This is an optimization exercise on Yosys and OpenROAD, whose aim is low power, not a production implementation. In this exercise RTL edits were held to simulation tests only and were not proved equivalent to the original.

==> inputs of garnet <==
Design mcdt_nchnl, start of the top module:
module mcdt_nchnl #(
  parameter  int N_CH  = 3,
  parameter  int DW    = 32,
  parameter  int DEPTH = 32,
  localparam int MW    = $clog2(DEPTH + 1),
  localparam int IDW   = (N_CH > 1) ? $clog2(N_CH) : 1
) (
  input  logic               clk,
  input  logic               rstn,
  input  logic [N_CH*DW-1:0] ch_data_i,
  input  logic [N_CH-1:0]    ch_valid_i,
  output logic [N_CH-1:0]    ch_ready_o,
  output logic [N_CH*MW-1:0] ch_margin_o,
  output logic [DW-1:0]      mcdt_data_o,
  output logic               mcdt_val_o,
  output logic [IDW-1:0]     mcdt_id_o
);
  localparam int AW = $clog2(DEPTH);
  logic r_run;
  always_ff @(posedge clk or posedge rstn) begin
    if (rstn) r_run <= 1'b0;
    else      r_run <= 1'b1;
  end
  logic [N_CH-1:0] w_cand;            
  logic [N_CH-1:0] w_push;
  logic [N_CH-1:0] w_pop;
  logic [DW-1:0]   w_head [N_CH];     
  logic            w_gnt_vld;
  logic [IDW-1:0]  w_gnt_id;
  logic [DW-1:0]   w_out_data;
  for (genvar k = 0; k < N_CH; k++) begin : g_ch
    logic [DW-1:0] r_mem [DEPTH];
  ...
==> module mcdt_nchnl, before the edit <==
module mcdt_nchnl #(
  parameter  int N_CH  = 3,
  parameter  int DW    = 32,
  parameter  int DEPTH = 32,
  localparam int MW    = $clog2(DEPTH + 1),
  localparam int IDW   = (N_CH > 1) ? $clog2(N_CH) : 1
) (
  input  logic               clk,
  input  logic               rstn,
  input  logic [N_CH*DW-1:0] ch_data_i,
  input  logic [N_CH-1:0]    ch_valid_i,
  output logic [N_CH-1:0]    ch_ready_o,
  output logic [N_CH*MW-1:0] ch_margin_o,
  output logic [DW-1:0]      mcdt_data_o,
  output logic               mcdt_val_o,
  output logic [IDW-1:0]     mcdt_id_o
);
  localparam int AW = $clog2(DEPTH);
  logic r_run;
  always_ff @(posedge clk or posedge rstn) begin
    if (rstn) r_run <= 1'b0;
    else      r_run <= 1'b1;
  end
  logic [N_CH-1:0] w_cand;            
  logic [N_CH-1:0] w_push;
  logic [N_CH-1:0] w_pop;
  logic [DW-1:0]   w_head [N_CH];     
  logic            w_gnt_vld;
  logic [IDW-1:0]  w_gnt_id;
  logic [DW-1:0]   w_out_data;
  for (genvar k = 0; k < N_CH; k++) begin : g_ch
    logic [DW-1:0] r_mem [DEPTH];
    logic [AW-1:0] r_wr_raw, r_rd_raw;
    logic [AW-1:0] w_wr_ptr, w_rd_ptr;
    logic [MW-1:0] r_free;            
    logic          r_ne;              
    assign w_wr_ptr = r_run ? r_wr_raw : '0;
    assign w_rd_ptr = r_run ? r_rd_raw : '0;
    assign ch_ready_o[k]           = (r_free != '0);
    assign ch_margin_o[k*MW +: MW] = r_free;
    assign w_push[k]               = ch_valid_i[k] & ch_ready_o[k];
    assign w_cand[k]               = r_ne;
    assign w_pop[k]                = w_gnt_vld && (w_gnt_id == IDW'(k));
    assign w_head[k]               = r_mem[w_rd_ptr];
    for (genvar i = 0; i < DEPTH; i++) begin : g_e
      always_ff @(posedge clk) begin
        if (w_push[k] && (w_wr_ptr == AW'(i))) r_mem[i] <= ch_data_i[k*DW +: DW];
      end
    end
    always_ff @(posedge clk) begin
      if (!r_run || w_push[k]) r_wr_raw <= w_wr_ptr + AW'(w_push[k]);
      if (!r_run || w_pop[k])  r_rd_raw <= w_rd_ptr + AW'(w_pop[k]);
    end
    always_ff @(posedge clk or posedge rstn) begin
      if (rstn) begin
        r_free <= MW'(DEPTH);
        r_ne   <= 1'b0;
      end else begin
        case ({w_push[k], w_pop[k]})
          2'b10: begin
            r_free <= r_free - MW'(1);
            r_ne   <= 1'b1;
          end
          2'b01: begin
            r_free <= r_free + MW'(1);
            r_ne   <= (r_free != MW'(DEPTH - 1));    
          end
          default: ;                                  
        endcase
      end
    end
  end
  logic [IDW-1:0] r_rr_raw;
  logic [IDW-1:0] w_rr_ptr;    
  logic           w_hi_vld;
  logic [IDW-1:0] w_hi_id;
  logic [IDW-1:0] w_lo_id;
  assign w_rr_ptr  = r_run ? r_rr_raw : IDW'(N_CH - 1);
  assign w_gnt_vld = |w_cand;
  always_comb begin
    w_hi_vld = 1'b0;
    w_hi_id  = '0;
    w_lo_id  = '0;
    for (int k = N_CH - 1; k >= 0; k--) begin
      if (w_cand[k]) begin
        if (k > int'(w_rr_ptr)) begin
          w_hi_vld = 1'b1;
          w_hi_id  = IDW'(k);
        end else begin
          w_lo_id  = IDW'(k);
        end
      end
    end
    w_gnt_id = w_hi_vld ? w_hi_id : w_lo_id;
  end
  always_ff @(posedge clk) begin
    if (!r_run || w_gnt_vld) r_rr_raw <= w_gnt_vld ? w_gnt_id : IDW'(N_CH - 1);
  end
  always_comb begin
    w_out_data = '0;
    for (int k = 0; k < N_CH; k++) begin
      if (w_pop[k]) w_out_data = w_head[k];
    end
  end
  logic [DW-1:0]  r_data;
  logic           r_val;
  logic [IDW-1:0] r_id;
  always_ff @(posedge clk or posedge rstn) begin
    if (rstn) begin
      r_val  <= 1'b0;
      r_data <= '0;
      r_id   <= '0;
    end else begin
      r_val <= w_gnt_vld;
      if (w_gnt_vld) begin
        r_data <= w_out_data;
        r_id   <= w_gnt_id;
      end
    end
  end
  assign mcdt_val_o  = r_val;
  assign mcdt_data_o = r_data;
  assign mcdt_id_o   = r_id;
endmodule
==> flow/config.mk <==
export PLATFORM = sky130hd
export DESIGN_NAME = mcdt_nchnl
export DESIGN_NICKNAME = mcdt_nchnl
export VERILOG_FILES = /design/flow/design.v
export SDC_FILE = /design/flow/constraint.sdc
export NUM_CORES = 4
export LEC_CHECK = 0
export CAP_MARGIN = 20
export CORE_MARGIN = 2
export CORE_UTILIZATION = 65
export PLACE_DENSITY = 0.85
export SETUP_SLACK_MARGIN = 0.15
export SLEW_MARGIN = 20
==> flow/constraint.sdc <==
create_clock -name core_clock -period 4.0 [get_ports {clk}]
set_input_delay 0.8000 -clock core_clock [delete_from_list [all_inputs] [get_ports {clk}]]
set_output_delay 0.8000 -clock core_clock [all_outputs]
set_load 0.01 [all_outputs]
standard.sh (not shown) runs the stock make flow with config.mk's settings and CLKGATE_MAP_FILE= SYNTH_SCRIPT=/design/flow/synth_recipe.tcl, a recipe that flattens the netlist after the stock synthesis.
==> flow/flow/run.sh <==
#!/bin/bash
# Layout flow: the standard ORFS layout (standard.sh, standard synthesis)
# with a lower-power clock tree -- sink clusters of up to 16 flip-flops
# driven by clkbuf_8 leaf buffers, no dummy loads -- and buf_2 port buffers
# in place of the default delay-cell buffers. make's full output goes to
# flow_make.log in this folder; each ORFS step logs under orfs/logs.
set -euo pipefail
cd "$(dirname "$0")/.."
bash standard.sh \
  CTS_ARGS="-sink_clustering_enable -repair_clock_nets -sink_clustering_size 16 -sink_clustering_max_diameter 50 -dont_use_dummy_load -buf_list sky130_fd_sc_hd__clkbuf_8" \
  BUFFER_PORTS_ARGS="-buffer_cell sky130_fd_sc_hd__buf_2" \
  finish > flow_make.log 2>&1
==> pepper (differences from garnet) <==
--- a/flow/design.v
+++ b/flow/design.v
@@ -32,11 +32,13 @@
     logic [DW-1:0] r_mem [DEPTH];
     logic [AW-1:0] r_wr_raw, r_rd_raw;
+    logic [MW-1:0] r_free_raw;        
+    logic          r_ne;              
     logic [AW-1:0] w_wr_ptr, w_rd_ptr;
-    logic [MW-1:0] r_free;            
-    logic          r_ne;              
-    assign w_wr_ptr = r_run ? r_wr_raw : '0;
-    assign w_rd_ptr = r_run ? r_rd_raw : '0;
-    assign ch_ready_o[k]           = (r_free != '0);
-    assign ch_margin_o[k*MW +: MW] = r_free;
+    logic [MW-1:0] w_free;
+    assign w_wr_ptr = r_run ? r_wr_raw  : '0;
+    assign w_rd_ptr = r_run ? r_rd_raw  : '0;
+    assign w_free   = r_run ? r_free_raw : MW'(DEPTH);
+    assign ch_ready_o[k]           = (w_free != '0);
+    assign ch_margin_o[k*MW +: MW] = w_free;
     assign w_push[k]               = ch_valid_i[k] & ch_ready_o[k];
     assign w_cand[k]               = r_ne;
@@ -51,22 +53,11 @@
       if (!r_run || w_push[k]) r_wr_raw <= w_wr_ptr + AW'(w_push[k]);
       if (!r_run || w_pop[k])  r_rd_raw <= w_rd_ptr + AW'(w_pop[k]);
+      if (!r_run || (w_push[k] != w_pop[k]))
+        r_free_raw <= (w_push[k] && !w_pop[k]) ? w_free - MW'(1) :
+                      (w_pop[k] && !w_push[k]) ? w_free + MW'(1) : w_free;
     end
     always_ff @(posedge clk or posedge rstn) begin
-      if (rstn) begin
-        r_free <= MW'(DEPTH);
-        r_ne   <= 1'b0;
-      end else begin
-        case ({w_push[k], w_pop[k]})
-          2'b10: begin
-            r_free <= r_free - MW'(1);
-            r_ne   <= 1'b1;
-          end
-          2'b01: begin
-            r_free <= r_free + MW'(1);
-            r_ne   <= (r_free != MW'(DEPTH - 1));    
-          end
-          default: ;                                  
-        endcase
-      end
+      if (rstn)                        r_ne <= 1'b0;
+      else if (w_push[k] != w_pop[k])  r_ne <= w_push[k] | (w_free != MW'(DEPTH - 1));
     end
   end
@@ -103,22 +94,19 @@
     end
   end
-  logic [DW-1:0]  r_data;
   logic           r_val;
-  logic [IDW-1:0] r_id;
+  logic [DW-1:0]  r_data_raw;
+  logic [IDW-1:0] r_id_raw;
   always_ff @(posedge clk or posedge rstn) begin
-    if (rstn) begin
-      r_val  <= 1'b0;
-      r_data <= '0;
-      r_id   <= '0;
-    end else begin
-      r_val <= w_gnt_vld;
-      if (w_gnt_vld) begin
-        r_data <= w_out_data;
-        r_id   <= w_gnt_id;
-      end
+    if (rstn) r_val <= 1'b0;
+    else      r_val <= w_gnt_vld;
+  end
+  always_ff @(posedge clk) begin
+    if (!r_run || w_gnt_vld) begin
+      r_data_raw <= w_out_data;
+      r_id_raw   <= w_gnt_vld ? w_gnt_id : '0;
     end
   end
   assign mcdt_val_o  = r_val;
-  assign mcdt_data_o = r_data;
-  assign mcdt_id_o   = r_id;
+  assign mcdt_data_o = r_run ? r_data_raw : '0;
+  assign mcdt_id_o   = r_run ? r_id_raw   : '0;
 endmodule
==> flow/flow/run.sh (replaced) <==
#!/bin/bash
# Layout flow: the standard ORFS layout (standard.sh, standard synthesis)
# with a lower-power clock tree -- sink clusters of up to 18 flip-flops
# driven by clkbuf_8 leaf buffers, no dummy loads -- and buf_2 port buffers
# in place of the default delay-cell buffers. make's full output goes to
# flow_make.log in this folder; each ORFS step logs under orfs/logs.
set -euo pipefail
cd "$(dirname "$0")/.."
bash standard.sh \
  CTS_ARGS="-sink_clustering_enable -repair_clock_nets -sink_clustering_size 18 -sink_clustering_max_diameter 60 -dont_use_dummy_load -buf_list sky130_fd_sc_hd__clkbuf_8" \
  BUFFER_PORTS_ARGS="-buffer_cell sky130_fd_sc_hd__buf_2" \
  finish > flow_make.log 2>&1
CORE_UTILIZATION = 55   (was 65)
PLACE_DENSITY = 0.75   (was 0.85)
SETUP_SLACK_MARGIN = 0.3   (was 0.15)
==> amber (differences from garnet) <==
==> flow/design.v (replaced) <==
module mcdt_nchnl #(
  parameter  int N_CH  = 3,
  parameter  int DW    = 32,
  parameter  int DEPTH = 32,
  localparam int MW    = $clog2(DEPTH + 1),
  localparam int IDW   = (N_CH > 1) ? $clog2(N_CH) : 1
) (
  input  logic               clk,
  input  logic               rstn,
  input  logic [N_CH*DW-1:0] ch_data_i,
  input  logic [N_CH-1:0]    ch_valid_i,
  output logic [N_CH-1:0]    ch_ready_o,
  output logic [N_CH*MW-1:0] ch_margin_o,
  output logic [DW-1:0]      mcdt_data_o,
  output logic               mcdt_val_o,
  output logic [IDW-1:0]     mcdt_id_o
);
  localparam int AW = $clog2(DEPTH);
  logic [N_CH-1:0] w_cand;            
  logic [N_CH-1:0] w_push;
  logic [N_CH-1:0] w_pop;
  logic [DW-1:0]   w_head [N_CH];     
  logic            w_gnt_vld;
  logic [IDW-1:0]  w_gnt_id;
  logic [DW-1:0]   w_out_data;
  logic [DW-1:0]   r_data;
  logic            r_val;
  logic [IDW-1:0]  r_id;
  for (genvar k = 0; k < N_CH; k++) begin : g_ch
    logic [DW-1:0] r_mem [DEPTH];
    logic [AW-1:0] r_wr_ptr;
    logic [AW-1:0] r_rd_ptr;
    logic [MW-1:0] r_cnt;
    assign ch_ready_o[k]            = (r_cnt != MW'(DEPTH));
    assign ch_margin_o[k*MW +: MW]  = MW'(DEPTH) - r_cnt;
    assign w_push[k]                = ch_valid_i[k] & ch_ready_o[k];
    assign w_cand[k]                = (r_cnt != '0);
    assign w_pop[k]                 = w_gnt_vld && (w_gnt_id == IDW'(k));
    assign w_head[k]                = r_mem[r_rd_ptr];
    always_ff @(posedge clk) begin
      if (w_push[k]) r_mem[r_wr_ptr] <= ch_data_i[k*DW +: DW];
    end
    always_ff @(posedge clk or posedge rstn) begin
      if (rstn) begin
        r_wr_ptr <= '0;
        r_rd_ptr <= '0;
        r_cnt    <= '0;
      end else begin
        if (w_push[k]) r_wr_ptr <= r_wr_ptr + AW'(1);
        if (w_pop[k])  r_rd_ptr <= r_rd_ptr + AW'(1);
        case ({w_push[k], w_pop[k]})
          2'b10:   r_cnt <= r_cnt + MW'(1);
          2'b01:   r_cnt <= r_cnt - MW'(1);
          default: r_cnt <= r_cnt;    
        endcase
      end
    end
  end
  assign w_gnt_vld = |w_cand;
  logic [IDW-1:0] r_rr_ptr;    
  logic           w_hi_vld;
  logic [IDW-1:0] w_hi_id;
  logic [IDW-1:0] w_lo_id;
  always_comb begin
    w_hi_vld = 1'b0;
    w_hi_id  = '0;
    w_lo_id  = '0;
    for (int k = N_CH - 1; k >= 0; k--) begin
      if (w_cand[k]) begin
        if (k > int'(r_rr_ptr)) begin
          w_hi_vld = 1'b1;
          w_hi_id  = IDW'(k);
        end else begin
          w_lo_id  = IDW'(k);
        end
      end
    end
    w_gnt_id = w_hi_vld ? w_hi_id : w_lo_id;
  end
  always_ff @(posedge clk or posedge rstn) begin
    if (rstn)           r_rr_ptr <= IDW'(N_CH - 1);
    else if (w_gnt_vld) r_rr_ptr <= w_gnt_id;
  end
  always_comb begin
    w_out_data = '0;
    for (int k = 0; k < N_CH; k++) begin
      if (w_pop[k]) w_out_data = w_head[k];
    end
  end
  always_ff @(posedge clk or posedge rstn) begin
    if (rstn) begin
      r_val  <= 1'b0;
      r_data <= '0;
      r_id   <= '0;
    end else begin
      r_val <= w_gnt_vld;
      if (w_gnt_vld) begin
        r_data <= w_out_data;
        r_id   <= w_gnt_id;
      end
    end
  end
  assign mcdt_val_o  = r_val;
  assign mcdt_data_o = r_data;
  assign mcdt_id_o   = r_id;
endmodule
==> flow/run.sh (new file) <==
#!/bin/bash
# synth_recipe.tcl (not shown) runs the flow's synth.tcl, then flattens the netlist and writes it again
# the make line also repeats each setting of config.mk as NAME=value (left out here)
make -C /OpenROAD-flow-scripts/flow DESIGN_CONFIG=/design/flow/config.mk WORK_HOME=/design/flow/orfs CLKGATE_MAP_FILE= SYNTH_SCRIPT=/design/flow/synth_recipe.tcl finish
CORE_UTILIZATION = 40   (was 65)
PLACE_DENSITY = default   (was 0.85)
SETUP_SLACK_MARGIN = default   (was 0.15)
removed: flow/flow/run.sh
removed: flow/standard.sh
==> flow_summary_export.csv <==
group,metric,value,unit
final_layout,n_antenna_cell,41,
worst_setup_path,endpoint,"r_data_raw[17]",
run_status,outcome,"complete, no violations",
worst_setup_path,cpMaxStageDelayCell,"dfrtp_4",
final_layout,nets,7166,
synthesis,yosys.area_share.simple,0.0519,
drt,wl_per_cell,37.5,µm
sta,slew_headroom,0.113,
cts,cts_repair_resize_count,8,
worst_setup_path,cp_max_fo,36,
Source of the figures above: pepper

==> flow_summary_export.csv <==
group,metric,value,unit
run_status,outcome,"complete, no violations",
worst_setup_path,cpMaxStageDelayCell,"a311oi_1",
worst_setup_path,endpoint,"r_data[31]",
sta,slew_headroom,0.172,
cts,cts_repair_resize_count,0,
final_layout,nets,6335,
final_layout,n_antenna_cell,5,
worst_setup_path,cp_max_fo,25,
drt,wl_per_cell,29.8,µm
Source of the figures above: amber

==> flow_summary_export.csv <==
group,metric,value,unit
synthesis,yosys.area_share.simple,0.0602,
sta,slew_headroom,0.160,
sta,worst_slack,-0.0606,ns
run_status,so_faults,"negative setup slack",
final_layout,n_antenna_cell,31,
drt,wl_per_cell,41.4,µm
run_status,outcome,"finished with violations",
sta,setup_violations,2,
Source of the figures above: garnet

==> re-timing with driven ports <==
The flow's constraints put no driver on any port. The routed layouts listed below were extracted and timed again, unchanged, in two steps.
Step 1 assumes that a clkbuf_16 drives the clock port and a buf_2 every other input.
Step 2 also shifts input and output timing later by t, the mid clock arrival at the registers, as if the neighbouring blocks saw the same clock.
a / b / c = ideal / step 1 / step 2; a / b = the first two.
run | t, ns | setup WS [ns] | hold WS [ns] | cell pins on the clock port's net
garnet | 1.089 | -0.061 / -0.061 / -0.061 | 0.197 / 0.131 / 0.485 | 1
pepper | 1.080 | 0.251 / 0.251 / 0.251 | 0.085 / 0.027 / 0.664 | 1
amber | 0.953 | 0.376 / 0.365 / 0.376 | 0.409 / 0.348 / 0.519 | 1
